Context: an optimization exercise on an open-source flow, tuned for small area. The choices shown serve that exercise and are no tape-out recipe.
Power is estimated from default activity; no workload was simulated. No driver is modelled on the clock port, so clocking that relies on it looks cheaper here than on a real chip.

==> flow/design.v <==
package capture_pkg;
  localparam int FRAME_W      = 16;
  localparam int FRAME_H      = 8;
  localparam int FRAME_PIXELS = FRAME_W * FRAME_H;
  localparam int ADDR_W = $clog2(FRAME_PIXELS);
  typedef logic [7:0] pixel_t;
  typedef logic [ADDR_W-1:0] pixel_addr_t;
  typedef enum logic [1:0] {
    CAP_IDLE  = 2'd0,
    CAP_STORE = 2'd1,
    CAP_SEND  = 2'd2,
    CAP_DRAIN = 2'd3
  } capture_state_e;
endpackage
package uart_pkg;
  localparam int CLKS_PER_BIT = 4;
  localparam int DATA_BITS    = 8;
  localparam int FRAME_BITS = DATA_BITS + 2;
  localparam int BAUD_CNT_W = $clog2(CLKS_PER_BIT);
  localparam int BIT_IDX_W  = $clog2(FRAME_BITS);
  typedef logic [DATA_BITS-1:0] uart_byte_t;
  typedef enum logic [1:0] {
    CH_GREEN = 2'd0,
    CH_BLUE  = 2'd1,
    CH_RED   = 2'd2
  } tx_channel_e;
endpackage
`timescale 1ns/100ps
module frame_uart_top (
  input  logic   clk,
  input  logic   uart_reset,
  input  logic   store_req,
  input  logic   send_req,
  input  capture_pkg::pixel_t pixel_in,
  input  logic   pixel_valid,
  output logic   txd,
  output logic   capture_busy,
  output logic   send_done
);
  localparam int NPIX = 128;
  localparam int WP   = 8;             
  localparam int NWP  = NPIX / WP;     
  localparam int DL   = WP - 1;        
  typedef enum logic [2:0] {
    S_IDLE  = 3'd0,
    S_STORE = 3'd1,
    S_ALIGN = 3'd2,
    S_LOAD  = 3'd3,
    S_TX    = 3'd4,
    S_DONE  = 3'd5
  } state_e;
  state_e state;
  logic [7:0] ring [NPIX];
  logic [6:0] ring_pos;
  logic [6:0] pix_idx;
  logic [7:0] dl_data [1:DL];
  logic       dl_pend [1:DL];
  logic       txd_q;
  logic       store_start;
  logic       arrive;
  logic       have;
  logic       aligned;
  logic       wr;
  logic [7:0] wdata;
  logic [DL:0] take;     
  assign store_start = (state == S_IDLE) && !uart_reset && store_req;
  assign arrive      = (state == S_STORE) && !uart_reset && pixel_valid;
  assign aligned     = (ring_pos[2:0] == 3'd0);
  logic [DL:1] older;    
  always_comb begin
    older[DL] = 1'b0;
    for (int k = DL - 1; k >= 1; k--) begin
      older[k] = older[k+1] || dl_pend[k+1];
    end
    have = arrive;
    for (int k = 1; k <= DL; k++) begin
      take[k] = dl_pend[k] && !older[k];
      have    = have || dl_pend[k];
    end
    take[0] = arrive && !older[1] && !dl_pend[1];
    wdata = {8{take[0]}} & pixel_in;
    for (int k = 1; k <= DL; k++) begin
      wdata = wdata | ({8{take[k]}} & dl_data[k]);
    end
  end
  assign wr = aligned && have;
  always_ff @(posedge clk) begin
    dl_data[1] <= pixel_in;
    dl_pend[1] <= arrive && !(wr && take[0]) && !store_start;
    for (int k = 1; k < DL; k++) begin
      dl_data[k+1] <= dl_data[k];
      dl_pend[k+1] <= dl_pend[k] && !(wr && take[k]) && !store_start;
    end
  end
  always_ff @(posedge clk) begin
    for (int s = 0; s < NPIX; s++) begin
      if ((s % WP) == 0 && wr && ring_pos[6:3] == 4'(s / WP)) begin
        ring[s] <= ((s / WP) % 2 == 1) ? ~wdata : wdata;
      end else if ((s % WP) == 0) begin
        ring[s] <= ~ring[(s + NPIX - 1) % NPIX];
      end else begin
        ring[s] <= ring[(s + NPIX - 1) % NPIX];
      end
    end
  end
  logic realign;
  logic cap;
  logic hold;
  assign realign = (state == S_ALIGN) && !have && (pix_idx != 7'd0);
  assign cap     = (state == S_LOAD) && (ring_pos == 7'd0);
  assign hold    = wr || realign || cap;
  always_ff @(posedge clk) begin
    ring_pos <= ring_pos + {6'd0, !hold};
    pix_idx  <= (pix_idx + {6'd0, arrive || realign || cap}) & {7{!store_start}};
  end
  always_ff @(posedge clk) begin
    if (uart_reset) begin
      state <= S_IDLE;
    end else begin
      case (state)
        S_IDLE: begin
          if (store_req)     state <= S_STORE;
          else if (send_req) state <= S_ALIGN;
        end
        S_STORE: begin
          if (arrive && pix_idx == 7'd127) state <= S_IDLE;
        end
        S_ALIGN: begin
          if (!have && pix_idx == 7'd0) state <= S_LOAD;
        end
        S_LOAD: begin
          if (cap) state <= S_TX;
        end
        S_TX: begin
          if (ring_pos == 7'd127) begin
            state <= (pix_idx == 7'd0) ? S_DONE : S_LOAD;
          end
        end
        default: state <= S_IDLE;
      endcase
    end
  end
  logic       slot_last;
  logic       next_bit;
  logic [4:0] slot;
  assign slot      = ring_pos[6:2];
  assign slot_last = (ring_pos[1:0] == 2'd3);
  always_comb begin
    case (slot)
      5'd5:    next_bit = ring[23][2];
      5'd6:    next_bit = !ring[27][3];
      5'd7:    next_bit = !ring[31][4];
      5'd16:   next_bit = ring[67][0];
      5'd17:   next_bit = ring[71][1];
      5'd25:   next_bit = ring[103][5];
      5'd26:   next_bit = !ring[107][6];
      5'd27:   next_bit = !ring[111][7];
      5'd8, 5'd18, 5'd28, 5'd29, 5'd30, 5'd31:
               next_bit = 1'b1;
      default: next_bit = 1'b0;
    endcase
  end
  always_ff @(posedge clk) begin
    if (uart_reset) begin
      txd_q <= 1'b1;
    end else if (state == S_TX) begin
      if (slot_last) txd_q <= next_bit;
    end else begin
      txd_q <= !cap;
    end
  end
  assign txd          = txd_q;
  assign capture_busy = (state != S_IDLE);
  assign send_done    = (state == S_DONE);
endmodule
clock: 10.0 ns
lec_check: 0
cap_margin: 20
core_margin: 2
core_utilization: 70
cts_buf_list: sky130_fd_sc_hd__clkbuf_16
cts_cluster_diameter: 45
cts_cluster_size: 36
place_density: 0.8
slew_margin: 20
run.sh (not shown) runs the stock make flow with config.mk's settings and CLKGATE_MAP_FILE= SYNTH_SCRIPT=/design/flow/synth_recipe.tcl, a recipe that flattens the netlist after the stock synthesis.
The first run passed the timing, design-rule and antenna checks.
Then changed:
--- a/flow/config.mk
+++ b/flow/config.mk
@@ -10 +10 @@
-export CORE_UTILIZATION = 70
+export CORE_UTILIZATION = 80
@@ -12,3 +12,3 @@
-export CTS_CLUSTER_DIAMETER = 45
-export CTS_CLUSTER_SIZE = 36
-export PLACE_DENSITY = 0.8
+export CTS_CLUSTER_DIAMETER = 100
+export CTS_CLUSTER_SIZE = 35
+export PLACE_DENSITY = 0.9
What happened: The changed run failed in clock tree synthesis (DPL-0033); area after synthesis is unchanged; synthesized cell count is unchanged.
Then changed:
--- a/flow/config.mk
+++ b/flow/config.mk
@@ -10 +10 @@
-export CORE_UTILIZATION = 80
+export CORE_UTILIZATION = 70
@@ -12,3 +12,3 @@
-export CTS_CLUSTER_DIAMETER = 100
-export CTS_CLUSTER_SIZE = 35
-export PLACE_DENSITY = 0.9
+export CTS_CLUSTER_DIAMETER = 80
+export CTS_CLUSTER_SIZE = 32
+export PLACE_DENSITY = 0.8
After rerunning: With this change the flow completed without violations. Synthesized cell count does not change. Synthesized area is unchanged.
Then changed:
--- a/flow/config.mk
+++ b/flow/config.mk
@@ -12,2 +12,2 @@
-export CTS_CLUSTER_DIAMETER = 80
-export CTS_CLUSTER_SIZE = 32
+export CTS_CLUSTER_DIAMETER = 100
+export CTS_CLUSTER_SIZE = 33
The changed run produced a clean layout.
Power hardly moves.
Critical path depth does not change.
First-iteration DRC count goes up by 2.0%.
Count of clock-buffer cells in the layout goes down by 1.
Maximum frequency goes down by 0.99%.
Then changed:
--- a/flow/config.mk
+++ b/flow/config.mk
@@ -11,3 +11,3 @@
-export CTS_BUF_LIST = sky130_fd_sc_hd__clkbuf_16
-export CTS_CLUSTER_DIAMETER = 100
-export CTS_CLUSTER_SIZE = 33
+export CTS_BUF_LIST = sky130_fd_sc_hd__clkbuf_8
+export CTS_CLUSTER_DIAMETER = 40
+export CTS_CLUSTER_SIZE = 22
Effect:
- The new run went through all stages and came out clean
- synthesized area stays the same
- die area does not change
- clock-buffer cell count rose by 41
- synthesized cell count is unchanged
Function was not checked in any run of this note: the RTL went through the layout flow alone.

-- afterwards: timing with drivers on the ports --
The flow's constraints put no driver on any port. The routed layouts listed below were extracted and timed again, unchanged, in two steps.
Step 1 assumes that a clkbuf_16 drives the clock port and a buf_2 every other input.
Step 2 moves the port delays by t, midway between the first and last clock arrival at a register: inputs arrive t later, outputs are due t later. That takes back most of the time a late clock gives input paths.
Three values: ideal ports, drivers, drivers and shift; two values: the first two.
run | t (ns) | setup slack, ns | worst hold slack (ns) | worst register clock-pin slew, ns | cell pins on the clock port's net
the first run | 0.680 | 5.747 / 5.780 / 5.100 | 0.306 / 0.306 / 0.306 | 0.12 / 0.12 | 1
the third run | 0.625 | 5.766 / 5.799 / 5.174 | 0.322 / 0.322 / 0.322 | 0.12 / 0.12 | 1
the fourth run | 0.639 | 5.723 / 5.752 / 5.113 | 0.322 / 0.322 / 0.322 | 0.12 / 0.12 | 1
the fifth run | 0.701 | 5.793 / 5.819 / 5.119 | 0.303 / 0.303 / 0.303 | 0.12 / 0.12 | 1
After both steps setup and hold are still met in every run listed. The setup slack of the fifth run, which loses most, moves by +0.026 ns with the drivers and by -0.674 ns with both steps.
